Context: an optimization exercise on an open-source flow, tuned for small area and few clock cycles per item. The choices shown serve that exercise and are no tape-out recipe. In this exercise RTL edits were held to simulation tests only and were not proved equivalent to the original.

Setup of birch:
Design invsqrt_top, start of the top module:
module invsqrt_top (
    input  logic        i_clk,
    input  logic        i_arst_n,
    input  logic        i_valid,
    output logic        o_ready,
    input  logic [31:0] i_x,
    output logic        o_valid,
    input  logic        i_ready,
    output logic [31:0] o_result,
    output logic        o_invalid_op,
    output logic        o_divide_by_zero
);
make LEC_CHECK=0 ABC_AREA=1 CAP_MARGIN=25 CORE_MARGIN=2 CORE_UTILIZATION=22 GPL_TIMING_DRIVEN=0 PLACE_DENSITY=0.3 SETUP_SLACK_MARGIN=0.1 SLEW_MARGIN=25 finish   # period 10.5 ns
run.sh (not shown) runs the stock make flow with config.mk's settings and CLKGATE_MAP_FILE= SYNTH_SCRIPT=/design/flow/synth_recipe.tcl, a recipe that flattens the netlist after the stock synthesis.
birch was carried through to the last stage, and its layout satisfied the timing, design-rule and antenna checks.
Testbench counts of birch, summed over its fixed seeds: cycles 32,016, items 32,000.
Modified inputs, pine compared to birch
Settings: CORE_UTILIZATION now 35, was 22; PLACE_DENSITY now 0.45, was 0.3; SETUP_SLACK_MARGIN now 0.15, was 0.1.
- Changes observed in pine relative to birch: final core utilization higher, post-route non-filler standard cell count now sits lower, first-pass GRT wire length lost 12%.

* * *

## v35
invsqrt_top, a different RTL version from the one above (not shown whole).
Size: roughly 2800 cells after synthesis, about 75 flip-flops, about 72 I/O pins, about 19000 µm² of cells after synthesis.
clock: 10.5 ns
lec_check: 0
abc_area: 1
cap_margin: 35
core_margin: 2
core_utilization: 22
place_density: 0.3
setup_slack_margin: 0.35
slew_margin: 35
Testbench counts of v35, summed over its fixed seeds: cycles 32,016, items 32,000.
--- input diff v35..v49 ---
==> flow/config.mk <==
export PLATFORM = sky130hd
export DESIGN_NAME = invsqrt_top
export DESIGN_NICKNAME = invsqrt_top
export VERILOG_FILES = /design/flow/design.v
export SDC_FILE = /design/flow/constraint.sdc
export NUM_CORES = 4
export LEC_CHECK = 0
export ABC_AREA = 1
export CAP_MARGIN = 30
export CORE_MARGIN = 2
export CORE_UTILIZATION = 30
export PLACE_DENSITY = 0.4
export SETUP_SLACK_MARGIN = 0.25
export SLEW_MARGIN = 30
## What came out
v49: first-pass GRT wire length lower than v35. Compared with v35, v49 shows a lower clock insertion delay at the later pin of the skew report. v49 ended up with a higher met2 usage in global routing than v35 did. v49: PASS, flow complete, no timing, DRC or antenna violations. v49 — critical path depth 5 lower, v35 as reference.
The inputs of v13 differ from those of v49 as listed below.
==> flow/config.mk <==
export PLATFORM = sky130hd
export DESIGN_NAME = invsqrt_top
export DESIGN_NICKNAME = invsqrt_top
export VERILOG_FILES = /design/flow/design.v
export SDC_FILE = /design/flow/constraint.sdc
export NUM_CORES = 4
export LEC_CHECK = 0
export ABC_AREA = 1
export CAP_MARGIN = 25
export CORE_MARGIN = 2
export CORE_UTILIZATION = 22
export CTS_BUF_LIST = sky130_fd_sc_hd__clkbuf_4 sky130_fd_sc_hd__clkbuf_8
export PLACE_DENSITY = 0.3
export SETUP_SLACK_MARGIN = 0.1
export SLEW_MARGIN = 25
Findings:
Diff v49..v13 | share of the synthesized netlist area taken by xor and xnor gates | unchanged
[compare] base=v49 new=v13: total vias in the final route lower, global-route usage lower, first-iteration DRC count lower, total stage count of the critical path lower.
Routed wire length: higher on v13

* * *

== job 101 ==
invsqrt_top, a different RTL version from the one above (not shown whole).
For scale: ~2600 cells after synthesis, roughly 72 I/O pins.
==> flow/design.v (excerpt) <==
module invsqrt_top (
    input  logic        i_clk,
    input  logic        i_arst_n,
    input  logic        i_valid,
    output logic        o_ready,
    input  logic [31:0] i_x,
    output logic        o_valid,
    input  logic        i_ready,
    output logic [31:0] o_result,
    output logic        o_invalid_op,
    output logic        o_divide_by_zero
);
    localparam int K    = 7;
    logic [31:0] x;
    logic        x_valid;
    logic        out_ready;
    logic [31:0] x_q;
    logic        x_valid_q;
    assign o_ready = !x_valid_q || out_ready;
    assign x       = x_q;
    assign x_valid = x_valid_q;
    always_ff @(posedge i_clk or negedge i_arst_n) begin
        if (!i_arst_n) begin
            x_valid_q <= 1'b0;
        end else if (o_ready) begin
            x_valid_q <= i_valid;
        end
    end
    always_ff @(posedge i_clk) begin
        if (o_ready) begin
            x_q <= i_x;
        end
    end
    logic [31:0] x_in;
    assign x_in = i_x;
    logic [10:0] u;
  ...
clock: 10.5 ns
lec_check: 0
abc_area: 1
cap_margin: 20
core_margin: 2
core_utilization: 35
gpl_timing_driven: 0
place_density: 0.45
slew_margin: 20
Testbench counts of job 101, summed over its fixed seeds: cycles 32,016, items 32,000.
Edits applied to the flow inputs when going from job 101 to job 102:
- CAP_MARGIN now 25, was 20
- CORE_UTILIZATION now 22, was 35
- PLACE_DENSITY now 0.3, was 0.45
- SETUP_SLACK_MARGIN now 0.1, previously not set
- SLEW_MARGIN now 25, was 20
--- outcome ---
Per the comparison of job 102 with job 101, worst-path maximum fanout went down 7; worst setup slack now larger; number of non-clock buffers in the layout increased 2.9%; post-synthesis sequential area ratio roughly the same.
Compared with job 101, job 102 shows detailed-route wire length that has gone up by more than 10%.
From job 101 to job 102 the numbers moved as follows: core utilization of the finished layout now smaller, global-route wire length before repair now larger, fraction of met2 tracks used by global routing now smaller, global-route usage over all layers now smaller.
What job 103 does differently from job 102 at the input level:
- CORE_UTILIZATION changed from 22 to 35
- PLACE_DENSITY changed from 0.3 to 0.45
- SETUP_SLACK_MARGIN removed (was 0.1)
Notes after the runs:
In job 103 the relative max-transition margin turned out 2.3 points lower than in job 102. Delta (job 103 minus job 102): final critical delay including setup and external delays climbed 0.16 ns, sequential element share of the synthesized area barely changed. Relative to job 102, the final cell area reported for job 103 is lower. Against job 102, highest clock frequency the design can meet in job 103 came out worse. For job 102, the cell with the largest stage delay on the worst path was inv_1, unlike job 103, where it was edfxtp_1.

* * *

RTL: one of the versions met above, not the one the previous note started from.
Size in the first run: about 17000 sq um of cells after synthesis.
clock: 10.5 ns
lec_check: 0
abc_area: 1
cap_margin: 25
core_margin: 2
core_utilization: 22
gpl_timing_driven: 0
place_density: 0.3
setup_slack_margin: 0.1
slew_margin: 25
standard.sh (not shown) runs the stock make flow with config.mk's settings and CLKGATE_MAP_FILE= SYNTH_SCRIPT=/design/flow/synth_recipe.tcl, a recipe that flattens the netlist after the stock synthesis.
==> flow/flow/run.sh <==
#!/bin/bash
# Standard layout with two netlist steps between synthesis and floorplan:
#  flow/resyn.sh re-maps the combinational cells with a stronger ABC
#  script (registers, full/half adders and ports untouched), and flow/fixinv.py
#  pushes inverters through the full adders (a full adder is self-dual).
# Each tool's output goes to a log file in this folder.
set -euo pipefail
cp standard.sh log_standard_sh.txt
bash standard.sh synth > log_synth.txt 2>&1
R=$(dirname "$(find orfs/results -name 1_2_yosys.v | head -1)")
cp "$R/1_2_yosys.v" log_1_2_yosys_std.v.txt
LIB="$FLOW_HOME/platforms/sky130hd/lib/sky130_fd_sc_hd__tt_025C_1v80.lib"
bash flow/resyn.sh "$R/1_2_yosys.v" "$R/1_2_yosys.rs.v" "$LIB" flow/dontuse.txt flow/heavy.abc flow/abc.constr 10500 > log_resyn.txt 2>&1
python3 flow/fixinv.py "$R/1_2_yosys.rs.v" "$R/1_2_yosys.fix.v" > log_fixinv.txt 2>&1
cp "$R/1_2_yosys.fix.v" "$R/1_2_yosys.v"
rm -f "$R/1_synth.odb"
bash standard.sh finish > log_finish.txt 2>&1
==> flow/flow/fixinv.py <==
#!/usr/bin/env python3
"""Push inverters through full adders in a flat sky130 netlist.

A full adder is self-dual: FA(~a,~b,~c) = (~sum, ~cout). Each fa cell may
therefore be fed complemented inputs, which complements its outputs. This script
chooses, per full adder, the polarity that needs the fewest inverters, then
rebuilds the inverters (one per signal that is needed complemented). Logic
function, registers and ports are unchanged.
usage: fixinv.py IN.v OUT.v
"""
import re, sys
from collections import defaultdict

OUTPINS = {'X', 'Y', 'Q', 'Q_N', 'SUM', 'COUT', 'HI', 'LO'}

def main(src, dst):
    lines = open(src).read().split('\n')
    head, insts, tail = [], [], []
    i = 0
    while i < len(lines) and not re.match(r'^\s+sky130_fd_sc_hd__\w+ \S', lines[i]):
        head.append(lines[i]); i += 1
    while i < len(lines):
        m = re.match(r'^\s+(sky130_fd_sc_hd__\w+) (.+?) \($', lines[i])
        if not m:
            break
        typ, name = m.group(1), m.group(2)
        pins = []
        i += 1
        while not re.match(r'^\s+\);$', lines[i]):
            pm = re.match(r'^\s+\.(\w+)\((.*)\),?$', lines[i])
            pins.append([pm.group(1), pm.group(2)])
            i += 1
        i += 1
        insts.append([typ, name, pins])
    tail = lines[i:]
    # ports
    ports = set()
    for l in head:
        m = re.match(r'^\s+(input|output)\s+(\[\d+:\d+\]\s+)?(\S+);', l)
        if m:
            ports.add(m.group(3))
    def isport(net):
        b = net.split('[')[0].strip()
        return b in ports
    isinv = lambda t: re.match(r'sky130_fd_sc_hd__(clk)?inv(lp)?_\d+$', t) is not None
    isfa = lambda t: re.match(r'sky130_fd_sc_hd__fa_\d+$', t) is not None
    drv = {}
    for k, (t, n, pins) in enumerate(insts):
        for p, net in pins:
            if p in OUTPINS:
                drv[net] = (k, p)
    # inverters kept as they are: those driving a port
    keep = set()
    for k, (t, n, pins) in enumerate(insts):
        if isinv(t):
            y = [net for p, net in pins if p == 'Y'][0]
            if isport(y):
                keep.add(k)
    def base(net):
        par = 0
        seen = 0
        while net in drv and isinv(insts[drv[net][0]][0]) and drv[net][0] not in keep:
            a = [x for p, x in insts[drv[net][0]][2] if p == 'A'][0]
            net = a; par ^= 1; seen += 1
            if seen > 50: break
        return net, par
    # consumers: (inst k, pin index) -> (source net, parity)
    cons = []
    for k, (t, n, pins) in enumerate(insts):
        if isinv(t) and k not in keep:
            continue
        for pi, (p, net) in enumerate(pins):
            if p in OUTPINS:
                continue
            if net.startswith("1'b") or net == '':
                continue
            s, par = base(net)
            cons.append((k, pi, s, par))
    fa_idx = [k for k, (t, n, p) in enumerate(insts) if isfa(t)]
    flip = defaultdict(int)
    srcflip = lambda s: flip[drv[s][0]] if (s in drv and isfa(insts[drv[s][0]][0])) else 0
    by_src = defaultdict(list)
    by_inst = defaultdict(list)
    for c in cons:
        by_src[c[2]].append(c)
        by_inst[c[0]].append(c)
    def req(c):
        k, pi, s, par = c
        r = par ^ srcflip(s)
        if isfa(insts[k][0]) and insts[k][2][pi][0] in ('A', 'B', 'CIN'):
            r ^= flip[k]
        return r
    def need(s):
        return any(req(c) for c in by_src[s])
    def outnets(k):
        return [net for p, net in insts[k][2] if p in ('SUM', 'COUT')]
    def affected(k):
        ss = set(c[2] for c in by_inst[k])
        ss.update(outnets(k))
        return ss
    before = sum(1 for s in by_src if need(s))
    import random, math
    rng = random.Random(12345)
    def greedy():
        changed = True; rounds = 0
        while changed and rounds < 50:
            changed = False; rounds += 1
            for k in fa_idx:
                A = affected(k)
                c0 = sum(1 for s in A if need(s))
                flip[k] ^= 1
                c1 = sum(1 for s in A if need(s))
                if c1 < c0:
                    changed = True
                else:
                    flip[k] ^= 1
    greedy()
    best = sum(1 for s in by_src if need(s)); bestflip = dict(flip)
    cur = best
    # simulated annealing over single full-adder flips
    T = 1.0
    steps = 40000
    for it in range(steps):
        k = fa_idx[rng.randrange(len(fa_idx))]
        A = affected(k)
        c0 = sum(1 for s in A if need(s))
        flip[k] ^= 1
        c1 = sum(1 for s in A if need(s))
        d = c1 - c0
        if d <= 0 or rng.random() < math.exp(-d / T):
            cur += d
            if cur < best:
                best = cur; bestflip = dict(flip)
        else:
            flip[k] ^= 1
        T = max(0.05, 1.0 * (1 - it / steps))
    flip.clear(); flip.update(bestflip)
    greedy()
    after = sum(1 for s in by_src if need(s))
    # rebuild
    invnet = {}
    newinst = []
    cnt = 0
    for s in sorted(by_src):
        if need(s):
            cnt += 1
            nn = 'fxinv_n%d' % cnt
            invnet[s] = nn
            newinst.append(['sky130_fd_sc_hd__inv_1', 'fxinv_%d' % cnt, [['A', s], ['Y', nn]]])
    for c in cons:
        k, pi, s, par = c
        insts[k][2][pi][1] = invnet[s] if req(c) else s
    out = [x for k, x in enumerate(insts) if not (isinv(x[0]) and k not in keep)]
    out += newinst
    # nets still used
    used = set()
    for t, n, pins in out:
        for p, net in pins:
            used.add(net)
    nh = []
    for l in head:
        m = re.match(r'^\s+wire\s+(\S+);$', l)
        if m and not isport(m.group(1)) and m.group(1) not in used and not m.group(1).startswith('['):
            continue
        nh.append(l)
    # insert new wire declarations before first instance
    for k in range(1, cnt + 1):
        nh.append('  wire fxinv_n%d;' % k)
    res = nh[:]
    for t, n, pins in out:
        res.append('  %s %s (' % (t, n))
        for j, (p, net) in enumerate(pins):
            res.append('    .%s(%s)%s' % (p, net, ',' if j < len(pins) - 1 else ''))
        res.append('  );')
    res += tail
    open(dst, 'w').write('\n'.join(res))
    ninv_old = sum(1 for t, n, p in insts if isinv(t))
    print('full adders %d, flipped %d, inverters %d -> %d (needed before %d, after %d, kept %d)'
          % (len(fa_idx), sum(flip[k] for k in fa_idx), ninv_old, cnt + len(keep), before, after, len(keep)))

if __name__ == '__main__':
    main(sys.argv[1], sys.argv[2])
Other scripts of this flow, unchanged in this note and not shown: flow/flow/abc.constr, flow/flow/dontuse.txt, flow/flow/heavy.abc, flow/flow/resyn.sh
Testbench counts at the start, summed over its fixed seeds: cycles 32,016, items 32,000.
Next try:
--- a/flow/flow/run.sh
+++ b/flow/flow/run.sh
@@ -1,7 +1,9 @@
 #!/bin/bash
 # Standard layout with two netlist steps between synthesis and floorplan:
-#  flow/resyn.sh re-maps the combinational cells with a stronger ABC
-#  script (registers, full/half adders and ports untouched), and flow/fixinv.py
-#  pushes inverters through the full adders (a full adder is self-dual).
+#  flow/resyn.sh re-maps the combinational cells with a stronger ABC script
+#  (registers, full/half adders, the tie cell and ports untouched), and
+#  flow/fixinv.py drops the buffers synthesis left in (placement re-buffers the
+#  nets that need it) and pushes inverters through the full adders (a full adder
+#  is self-dual).
 # Each tool's output goes to a log file in this folder.
 set -euo pipefail
--- a/flow/flow/fixinv.py
+++ b/flow/flow/fixinv.py
@@ -45,4 +45,31 @@
     isinv = lambda t: re.match(r'sky130_fd_sc_hd__(clk)?inv(lp)?_\d+$', t) is not None
     isfa = lambda t: re.match(r'sky130_fd_sc_hd__fa_\d+$', t) is not None
+    # optional: drop the buffers synthesis left in (not those driving a port);
+    # the placer's repair re-buffers the nets that need it
+    import os
+    nbuf = 0
+    if os.environ.get('FIXINV_NOBUF', '1') == '1':
+        isbuf = lambda t: re.match(r'sky130_fd_sc_hd__(clk)?buf_\d+$', t) is not None
+        alias = {}
+        keepi = []
+        for t, n, pins in insts:
+            if isbuf(t):
+                a = [x for p, x in pins if p == 'A'][0]
+                y = [x for p, x in pins if p == 'X'][0]
+                if not isport(y):
+                    alias[y] = a
+                    nbuf += 1
+                    continue
+            keepi.append([t, n, pins])
+        def res(x):
+            seen = 0
+            while x in alias and seen < 100:
+                x = alias[x]; seen += 1
+            return x
+        for t, n, pins in keepi:
+            for pp in pins:
+                if pp[0] not in OUTPINS:
+                    pp[1] = res(pp[1])
+        insts[:] = keepi
     drv = {}
     for k, (t, n, pins) in enumerate(insts):
@@ -176,6 +203,6 @@
     open(dst, 'w').write('\n'.join(res))
     ninv_old = sum(1 for t, n, p in insts if isinv(t))
-    print('full adders %d, flipped %d, inverters %d -> %d (needed before %d, after %d, kept %d)'
-          % (len(fa_idx), sum(flip[k] for k in fa_idx), ninv_old, cnt + len(keep), before, after, len(keep)))
+    print('buffers removed %d; full adders %d, flipped %d, inverters %d -> %d (needed before %d, after %d, kept %d)'
+          % (nbuf, len(fa_idx), sum(flip[k] for k in fa_idx), ninv_old, cnt + len(keep), before, after, len(keep)))
 
 if __name__ == '__main__':
Settings changed: CORE_UTILIZATION 22 to 35, PLACE_DENSITY 0.3 to 0.45, SETUP_SLACK_MARGIN 0.1 to 0.2.
After rerunning:
- via count went down by 3.5%
- setup slack gains 0.011 ns
- maximum frequency is about the same
Next try:
--- a/flow/flow/run.sh
+++ b/flow/flow/run.sh
@@ -6,5 +6,6 @@
 #  nets that need it) and pushes inverters through the full adders (a full adder
 #  is self-dual).
-# Each tool's output goes to a log file in this folder.
+# Every port gets its own buffer, as in the standard flow, but the buffer is a
+# buf_1 cell. Each tool's output goes to a log file in this folder.
 set -euo pipefail
 cp standard.sh log_standard_sh.txt
@@ -17,3 +18,3 @@
 cp "$R/1_2_yosys.fix.v" "$R/1_2_yosys.v"
 rm -f "$R/1_synth.odb"
-bash standard.sh finish > log_finish.txt 2>&1
+bash standard.sh finish "BUFFER_PORTS_ARGS=-buffer_cell sky130_fd_sc_hd__buf_1" > log_finish.txt 2>&1
Outcome:
- area after synthesis is unchanged
- final cell count falls by 0.55%
- wire length grows by 0.65%
Next try:
Settings changed: CAP_MARGIN 25 to 20, SETUP_SLACK_MARGIN 0.2 to 0.1, SLEW_MARGIN 25 to 20.
The changed run produced a clean layout; die area does not change; final area stays flat; setup slack got worse by 0.15 ns; global-route usage rose by 0.30 points; routed wire length rose by about 0.6%; via count stays flat.

-- what the ideal ports hide --
No port has a modelled driver above. Below, the same layouts with a new extraction and two added sets of constraints.
Step 1 (the two cells are an assumption about what drives the block):
set clk [get_ports {i_clk}]
set_driving_cell -lib_cell sky130_fd_sc_hd__clkbuf_16 $clk
set_driving_cell -lib_cell sky130_fd_sc_hd__buf_2 [delete_from_list [all_inputs] $clk]
Step 2 times the ports against the registers' clock, not the clock port: input delays grow and output delays shrink by t, the midpoint of the rising clock arrivals with the driver on.
Slacks: no drivers / after step 1 / after step 2; pairs: no drivers / after step 1.
run | t (ns) | slack for setup (ns) | worst register clock-pin slew, ns
birch | 0.460 | 0.312 / 0.312 / 0.312 | 0.08 / 0.08
pine | 0.449 | 0.240 / 0.240 / 0.240 | 0.07 / 0.07
v35 | 0.484 | 0.602 / 0.602 / 0.602 | 0.10 / 0.10
v49 | 0.443 | 0.472 / 0.472 / 0.472 | 0.09 / 0.09
v13 | 0.544 | 0.260 / 0.260 / 0.260 | 0.11 / 0.11
job 101 | 0.422 | 0.267 / 0.267 / 0.267 | 0.07 / 0.07
job 102 | 0.484 | 0.418 / 0.418 / 0.418 | 0.07 / 0.07
job 103 | 0.427 | 0.260 / 0.260 / 0.260 | 0.07 / 0.07
the first run of note 4 | 0.452 | 0.278 / 0.278 / 0.278 | 0.09 / 0.09
the second run of note 4 | 0.439 | 0.289 / 0.289 / 0.289 | 0.08 / 0.08
the third run of note 4 | 0.446 | 0.344 / 0.344 / 0.344 | 0.08 / 0.08
the fourth run of note 4 | 0.440 | 0.189 / 0.189 / 0.189 | 0.08 / 0.08
After both steps setup and hold are still met in every run listed.
